From an optimization exercise on the open Yosys and OpenROAD flow, aimed at small area; shortcuts taken in it are not production practice. Function was checked by simulation only, so behaviour that the tests miss may differ from the original. Power and IR drop assume default switching activity.

$ cat design/flow/design.v
`timescale 1ns/1ns
`default_nettype none
module xgmii_pktgen (
    input  wire logic        Clk,
    input  wire logic        Reset,
    input  wire logic        gen_en,
    input  wire logic [31:0] gen_num,
    input  wire logic [15:0] idle_len,
    input  wire logic [15:0] cfg_len,
    input  wire logic [47:0] cfg_dmac,
    input  wire logic [47:0] cfg_smac,
    input  wire logic [31:0] cfg_dip,
    input  wire logic [31:0] cfg_sip,
    input  wire logic [15:0] cfg_dp,
    input  wire logic [15:0] cfg_sp,
    input  wire logic [6:0]  cfg_mode,
    output logic      [63:0] txd,
    output logic      [7:0]  txc,
    output wire logic        tx_done
);
    logic q_idle, q_pre, q_sof, q_w1, q_w2, q_w3, q_w4, q_pay, q_gap;
    logic        fresh;
    logic [31:0] k;
    logic [10:0] ll;
    logic        c_smac, c_dip;
    logic        eqr;
    logic [63:0] wq;
    logic        d_st, d_dat, d_eof, d_term;
    logic [2:0]  d_mod;
    logic [31:0] k_inc;
    logic [10:0] ll_inc;
    logic        start_ok;
    logic        fs;
    logic [10:0] lm1;
    logic        last;
    logic        gap_end;
    logic [2:0]  mod;
    assign start_ok = gen_en && (fresh || (gen_num == 32'd0) || !eqr);
    assign fs       = q_idle && start_ok;
    assign tx_done  = q_idle && !start_ok;
    logic s0, s1, s2, s3, s4, sp, si, spl;
    logic [15:0] kH, kL;
    logic [15:0] xH, xM, xL, yH, yM, yL, sH, sM, sL;
    logic        xLM, yLM, xMH, cLM, cMH, cH;
    logic [15:0] xB, yB, sB, oB;
    logic        cB;
    logic [63:0] word;
    assign sp  = q_pre;
    assign si  = q_idle;
    assign s0  = q_sof;
    assign s1  = q_w1;
    assign s2  = q_w2;
    assign s3  = q_w3;
    assign s4  = q_w4;
    assign spl = !(s0 || s1 || s2 || s3 || s4 || sp);
    assign kH  = k[31:16];
    assign kL  = k[15:0];
    assign lm1     = cfg_mode[6] ? ll : (cfg_len[10:0] - 11'd1);
    assign last    = q_pay && (sB[7:0] == lm1[10:3]);
    assign mod     = lm1[2:0] + 3'd1;
    assign gap_end = q_gap && (sL == idle_len);
    always_comb begin
        xH = ({16{s0}} & cfg_dmac[47:32])       | ({16{s1 || sp}} & cfg_smac[31:16])
           | ({16{s2}} & {5'd0, lm1})           | ({16{s4}} & cfg_dip[15:0]);
        xM = ({16{s0}} & cfg_dmac[31:16])       | ({16{s1 || sp}} & cfg_smac[15:0])
           | ({16{s3}} & cfg_sip[31:16])        | ({16{s4}} & cfg_sp)
           | ({16{s2}} & cfg_dip[15:0]);
        xL = ({16{s0}} & cfg_dmac[15:0])        | ({16{s1}} & 16'h0800)
           | ({16{s2}} & 16'h4000)              | ({16{s3}} & cfg_sip[15:0])
           | ({16{s4}} & cfg_dp)                | ({16{sp}} & kL)
           | ({16{si}} & {5'd0, ll})            | ({16{q_gap}} & wq[31:16]);
        yH = ({16{(s1 || sp) && cfg_mode[4]}} & kH) | ({16{s2}} & 16'hFFEF)
           | ({16{s4 && cfg_mode[3]}} & kL)         | ({16{spl}} & kH);
        yM = ({16{s0 && cfg_mode[5]}} & kH)         | ({16{(s1 || sp) && cfg_mode[4]}} & kL)
           | ({16{s3 && cfg_mode[2]}} & kH)         | ({16{s4 && cfg_mode[0]}} & kL)
           | ({16{s2 && cfg_mode[3]}} & kL)         | ({16{spl}} & kL);
        yL = ({16{s0 && cfg_mode[5]}} & kL)         | ({16{s3 && cfg_mode[2]}} & kL)
           | ({16{s4 && cfg_mode[1]}} & kL);
    end
    assign xLM = !(s4 || sp);
    assign yLM = si;
    assign xMH = !(s2 || s3 || s4);
    bk_add #(.N(50), .T(32)) u_add (
        .a  ({xH, xMH, xM, xLM, xL}),
        .b  ({yH, 1'b0, yM, yLM, yL}),
        .ci (si || sp || q_gap),
        .s  ({sH, cMH, sM, cLM, sL}),
        .co (cH)
    );
    assign xB = ({16{s0}} & cfg_smac[47:32]) | ({16{s3}} & cfg_dip[31:16])
              | ({16{q_pay}} & wq[15:0]);
    assign yB = ((s3 && cfg_mode[3]) || sp) ? kH : 16'd0;
    assign cB = s0 ? c_smac : (s3 ? c_dip : (sp ? (&kL) : 1'b1));
    bk_add #(.N(16), .T(8)) u_addb (
        .a  (xB),
        .b  (yB),
        .ci (cB),
        .s  (sB),
        .co ()
    );
    always_comb begin
        if (s1)        oB = 16'h4500;
        else if (s2)   oB = 16'h4006;
        else if (s4)   oB = 16'h0004;
        else           oB = sB;
    end
    assign word   = {sH, sM & {16{!s2}}, sL, oB};
    assign k_inc  = {sH, sM};
    assign ll_inc = sL[10:0];
    always_ff @(posedge Clk or posedge Reset) begin
        if (Reset) begin
            q_idle <= 1'b1;
            q_pre  <= 1'b0;
            q_sof  <= 1'b0;
            q_w1   <= 1'b0;
            q_w2   <= 1'b0;
            q_w3   <= 1'b0;
            q_w4   <= 1'b0;
            q_pay  <= 1'b0;
            q_gap  <= 1'b0;
            fresh  <= 1'b1;
            d_st   <= 1'b0;
            d_dat  <= 1'b0;
            d_eof  <= 1'b0;
            d_term <= 1'b0;
        end else begin
            if (!gen_en) begin
                fresh <= 1'b1;
            end else if (fs) begin
                fresh <= 1'b0;
            end
            q_idle <= (q_idle && !start_ok) || (last && (idle_len == 16'd0)) || gap_end;
            q_pre  <= fs;
            q_sof  <= q_pre;
            q_w1   <= q_sof;
            q_w2   <= q_w1;
            q_w3   <= q_w2;
            q_w4   <= q_w3;
            q_pay  <= q_w4 || (q_pay && !last);
            q_gap  <= (last && (idle_len != 16'd0)) || (q_gap && !gap_end);
            d_st   <= q_pre;
            d_dat  <= q_sof || q_w1 || q_w2 || q_w3 || q_w4 || q_pay;
            d_eof  <= last;
            d_term <= d_eof && (d_mod == 3'd0);
        end
    end
    always_ff @(posedge Clk) begin
        if (fs) begin
            k  <= fresh ? 32'd0 : k_inc;
            ll <= (fresh || (ll == 11'd2047)) ? 11'd63 : ll_inc;
        end
        if (sp) begin
            c_smac <= cH;
            eqr    <= ({sB, sL} == gen_num);
        end
        if (s2) begin
            c_dip  <= cMH;
        end
        wq    <= word;
        d_mod <= last ? mod : 3'd0;
    end
    always_comb begin
        txd = {8{8'h07}};
        txc = 8'hFF;
        if (d_st) begin
            txd = {8'hD5, {6{8'h55}}, 8'hFB};
            txc = 8'h01;
        end else if (d_dat) begin
            txc = 8'h00;
            for (int j = 0; j < 8; j++) begin
                txd[8*j +: 8] = wq[63-8*j -: 8];
            end
            if (d_mod != 3'd0) begin
                txc = 8'hFF << d_mod;
                for (int j = 0; j < 8; j++) begin
                    if (j == int'(d_mod)) begin
                        txd[8*j +: 8] = 8'hFD;
                    end else if (j > int'(d_mod)) begin
                        txd[8*j +: 8] = 8'h07;
                    end
                end
            end
        end else if (d_term) begin
            txd = {{7{8'h07}}, 8'hFD};
        end
    end
endmodule
module bk_add #(
    parameter int N = 16,
    parameter int T = 8
) (
    input  wire logic [N-1:0] a,
    input  wire logic [N-1:0] b,
    input  wire logic         ci,
    output logic      [N-1:0] s,
    output logic              co
);
    logic [N-1:0] g, p, gg, pp;
    logic [N:0]   c;
    always_comb begin
        g  = a & b;
        p  = a ^ b;
        gg = g;
        pp = p;
        for (int l = 1; l < N; l = l * 2) begin
            for (int i = 2 * l - 1; i < N; i = i + 2 * l) begin
                gg[i] = gg[i] | (pp[i] & gg[i - l]);
                pp[i] = pp[i] & pp[i - l];
            end
        end
        for (int l = T; l >= 1; l = l / 2) begin
            for (int i = 3 * l - 1; i < N; i = i + 2 * l) begin
                if (((i + 1) % (2 * l)) != 0) begin
                    gg[i] = gg[i] | (pp[i] & gg[i - l]);
                    pp[i] = pp[i] & pp[i - l];
                end
            end
        end
        c[0] = ci;
        for (int i = 0; i < N; i++) begin
            c[i + 1] = gg[i] | (pp[i] & ci);
        end
        s  = p ^ c[N-1:0];
        co = c[N];
    end
endmodule
`default_nettype wire
$ cat design/flow/flow/run.sh
#!/bin/bash
# The standard layout (the standard.sh, ORFS synthesis to final), with
# every input and output port still buffered, but by the smallest buffer
# cell instead of the one buffer_ports picks by default. make's own output
# goes to flow_make.log; each ORFS step logs to orfs/logs/ as usual.
set -euo pipefail
bash standard.sh "BUFFER_PORTS_ARGS=-buffer_cell sky130_fd_sc_hd__buf_1" finish > flow_make.log 2>&1
$ cat design/flow/standard.sh
#!/bin/bash
# synth_recipe.tcl (not shown) runs the flow's synth.tcl, then flattens the netlist and writes it again
# the make line also repeats each setting of config.mk as NAME=value (left out here)
make -C /OpenROAD-flow-scripts/flow DESIGN_CONFIG=/design/flow/config.mk WORK_HOME=/design/flow/orfs CLKGATE_MAP_FILE= SYNTH_SCRIPT=/design/flow/synth_recipe.tcl "${@:-finish}"
$ cat design/flow/config.mk
export PLATFORM = sky130hd
export DESIGN_NAME = xgmii_pktgen
export DESIGN_NICKNAME = xgmii_pktgen
export VERILOG_FILES = /design/flow/design.v
export SDC_FILE = /design/flow/constraint.sdc
export NUM_CORES = 4
export LEC_CHECK = 0
export CAP_MARGIN = 20
export CORE_MARGIN = 2
export CORE_UTILIZATION = 40
export SLEW_MARGIN = 20
$ cat design/flow/constraint.sdc
create_clock -name core_clock -period 6.4 [get_ports {Clk}]
set_input_delay 1.2800 -clock core_clock [delete_from_list [all_inputs] [get_ports {Clk}]]
set_output_delay 1.2800 -clock core_clock [all_outputs]
set_load 0.01 [all_outputs]
==> metrics.md <==
| Metric | Value |
|---|---|
| Status | `no timing/DRC/antenna violations` |
| Post-synthesis mux area share | `0.00579` |
| Cell Area, Synth | `11000 µm²` |
| Initial detailed-routing violation count | `1416` |
| Post-route ant nets | `0` |
| Leakage | `5.31 nW` |
| Syn Area/Cell | `8.22 µm²` |
| H-Tree Depth | `4` |
| Initial antenna violation count | `0` |
| Synth Area in Simple Gates | `0.223` |
| # port buffers | `333` |
| First-pass GRT wire length | `67.7 mm` |
| Drt drc | `0` |
| Post-synth EDFFs | `46` |
| First-pass iteration count of the detailed router | `8` |
| Fin crit share | `0.858` |
| Setup CP Type | `input port to flip-flop` |
| Final hold slack | `458 ps` |
| Placement Cell Area | `12500 µm²` |
| Worst Setup End Kind | `flip-flop` |
| Num CTS Buffers | `17` |
| Maximum VDD drop | `190 µV` |
| Final hold vios | `0` |
| CTS sink count | `126` |
| Core area | `27000 µm²` |
| Vias in the first global route | `11111` |
| Synth Area in XOR/XNOR | `0.0962` |
| Netlist cell types | `91` |
| Worst hold path type | `flip-flop to flip-flop` |
| Largest net degree at the start of global routing | `67` |
| Max-Cap Viols | `0` |
| Post-CTS setup buffers | `0` |
| Routed Wire Length | `46.9 mm` |
| Critical R2R Capture | `k[31]$_SDFFCE_PP0P_` |
| Post-layout util | `0.485` |
| Asr flop ratio synth | `0.103` |
| Req. time, crit path | `6650 ps` |
| Yosys reg bits | `126` |
| Max Freq | `182 MHz` |
| Top post-synthesis cells by area | `edfxtp_1 (13%), dfxtp_1 (12%), ha_1 (7.8%), xnor2_1 (6.3%), a22oi_1 (5.1%)` |
| Placement Setup Slack | `538 ps` |
| Post-synth net total | `1677` |
| Post-CTS Resized | `0` |
| Min-delay src | `d_eof$_DFF_PP0_` |
| Post-layout min period | `5490 ps` |
| Worst relative slew slack | `0.331` |
| Worst reg2reg path depth | `16` |
| WL per Instance | `23.5 µm` |
| Die area | `28900 µm²` |
| CP max FO | `16` |
| List of most frequent post-synthesis cells | `nor2_1 (125), nand2_1 (118), xnor2_1 (79)` |
| Clk slew on worst S/H paths | `70 ps` |
| Final worst slack | `909 ps` |
| CTS max path bufs | `2` |
| Final nets | `1977` |
| Largest family of logic cells by synthesized area | `compound AO/OA/AOI/OAI gates` |
| CTS Hold Buffers Added | `0` |
| Unrepaired setup endpoints after global routing | `false` |
| Ys flop type | `dfxtp_1` |
| Starting Density | `0.407` |
| Power Total | `3.60 mW` |
| Final setup viols | `0` |
| Final cell count without fillers | `1995` |
| Critical path launch point type | `input port` |
| Register area share after synthesis | `0.277` |
| Routability congestion estimate | `0.948` |
| Root cell of the clock tree | `clkbuf_16` |
| Setup Skew | `15.6 ps` |
| Die height | `170 µm` |
| RR Startpoint | `q_w3$_DFF_PP0_` |
| Worst-Margin Slew | `1000 ps` |
| Post-DP HPWL | `37.1 mm` |
| Cell Pwr Density | `275 nW/µm²` |
| Slew Limit Fails | `0` |
| Total GRT Usage | `0.316` |
| Mapped Cells | `1340` |
| Clock tree from TritonCTS | `yes` |
| Top-count cell post-synth | `nor2_1` |
| Cells after DPL | `1962` |
| Layout cells sized above 1 | `0.0629` |
| Skew-Pair Late Insertion Delay | `440 ps` |
| Area share of the largest cell type after synthesis | `0.125` |
| WP data arrival | `5740 ps` |
| Yosys warns | `3` |
| Hold worst-path end | `d_term$_DFF_PP0_` |
| Num ports | `339` |
| Synth-to-layout area growth | `18.9%` |
| R2R setup slack | `910 ps` |
| Chip width | `170 µm` |
| Total gr overflow | `0` |
| Average vias per placed instance | `6.13` |
| Row count | `60` |
| Post-route cell area | `13100 µm²` |
| Filler instances | `2758` |
| Synth Area in Compound Gates | `0.258` |
| Synth Area in Adders | `0.0820` |
| Area leader, netlist | `edfxtp_1` |
| Setup TNS after final layout | `0 ps` |
| Via count | `12222` |
| Hold depth | `1` |
[power by group]
group | switching [mW] | total (mW) | internal (mW)
Sequential | 0.0756 | 0.980 | 0.905
Clock | 0.465 | 0.983 | 0.519
Combinational | 1.02 | 1.63 | 0.607
[cell families after synthesis]
group	count (synthesis)
and+or+nand+nor	492
AOI/OAI and AO/OA	382
buffers and inverters	142
DFF	126
xor gates and xnor gates	121
adders and majority gates	71
muxes	6
[layout make-up]
cell class,instances,area [µm²],area share
multi-input combinational,1072,7330,0.560
sequential,126,3060,0.233
timing repair buffer,362,1480,0.113
antenna,1,2.50,0.000191
tap,341,427,0.0326
inverter,61,229,0.0175
clock buffer,17,425,0.0325
clock inverter,15,148,0.0113
[metal layers]
metal | GRT usage | vias up | share of wire
met4 | 0.118 | 0 | 0.035
met5 | 0 | - | 0
met2 | 0.480 | 786 | 0.43
li1 | - | 5611 | -
met1 | 0.436 | 5719 | 0.42
met3 | 0.0744 | 106 | 0.11
[worst max-delay path, cell delays in order]
cell,delay [ps]
buf_1,70
a22o_1,280
a21o_1,340
and2_1,270
fa_1,740
xor2_1,140
a41oi_1,170
nand4_1,100
a2111oi_0,420
buf_4,200
nand4_1,80
a2111oi_2,300
nand3_1,130
nor4_2,270
nand4_1,120
or4_1,550
a2111oi_2,280
[worst max-delay path by stage]
| stage | from | endpoint | cells past startpoint | slack [ps] |
|---|---|---|---|---|
| global placement | cfg_mode[5] | eqr$_DFFE_PP_ | 17 | 520 |
| global route | q_sof$_DFF_PP0_ | eqr$_DFFE_PP_ | 16 | 590 |
| floorplan | q_pre$_DFF_PP0_ | k[31]$_SDFFCE_PP0P_ | 19 | 1030 |
| detailed placement | cfg_mode[5] | eqr$_DFFE_PP_ | 17 | 540 |
| CTS | q_sof$_DFF_PP0_ | eqr$_DFFE_PP_ | 16 | 960 |
| finish | cfg_mode[5] | eqr$_DFFE_PP_ | 17 | 910 |
[sequential cells by signal, indices dropped and copies added, names as in the netlist, 3 cells and up]
signal	count
wq	64
k	32
ll	11
d_mod	3
[cell usage in the layout (no fill, tap or decap), types with 14 or more instances in the layout]
cell | Yosys | layout
buf_1 | 2 | 333
nand2_1 | 118 | 118
inv_1 | 61 | 61
ha_1 | 69 | 69
a22o_1 | 18 | 18
a222oi_1 | 37 | 37
nor4_1 | 22 | 22
nand4_1 | 27 | 27
o21ai_0 | 47 | 47
nor3_1 | 23 | 23
xor2_1 | 42 | 42
nand3_1 | 44 | 44
a21oi_1 | 71 | 71
o21a_1 | 14 | 14
clkbuf_16 | 0 | 17
a221o_1 | 16 | 16
and2_1 | 37 | 37
a22oi_1 | 75 | 75
dfxtp_1 | 67 | 67
a21o_1 | 16 | 16
edfxtp_1 | 46 | 46
buf_4 | 1 | 28
nor2b_1 | 26 | 26
nor2_1 | 125 | 124
xnor2_1 | 79 | 79

port drivers added, routing unchanged:
In the flow no input, the clock included, has a driving cell. The finished layout below was timed again as built, in two steps.
Step 1 (the two cells are an assumption about what drives the block):
set clk [get_ports {Clk}]
set_driving_cell -lib_cell sky130_fd_sc_hd__clkbuf_16 $clk
set_driving_cell -lib_cell sky130_fd_sc_hd__buf_2 [delete_from_list [all_inputs] $clk]
Step 2 times the ports against the registers' clock, not the clock port: input delays grow and output delays shrink by t, the midpoint of the rising clock arrivals with the driver on.
Slacks: ideal ports / drivers / drivers and shift; pairs: ideal ports / drivers.
t, ns: 0.486
slack for setup (ns): 0.909 / 0.915 / 0.442
pins driven straight from the clock port: 1
After both steps this run still meets setup and hold. For this run, drivers alone change the setup slack by +0.006 ns; drivers and shift together by -0.467 ns.
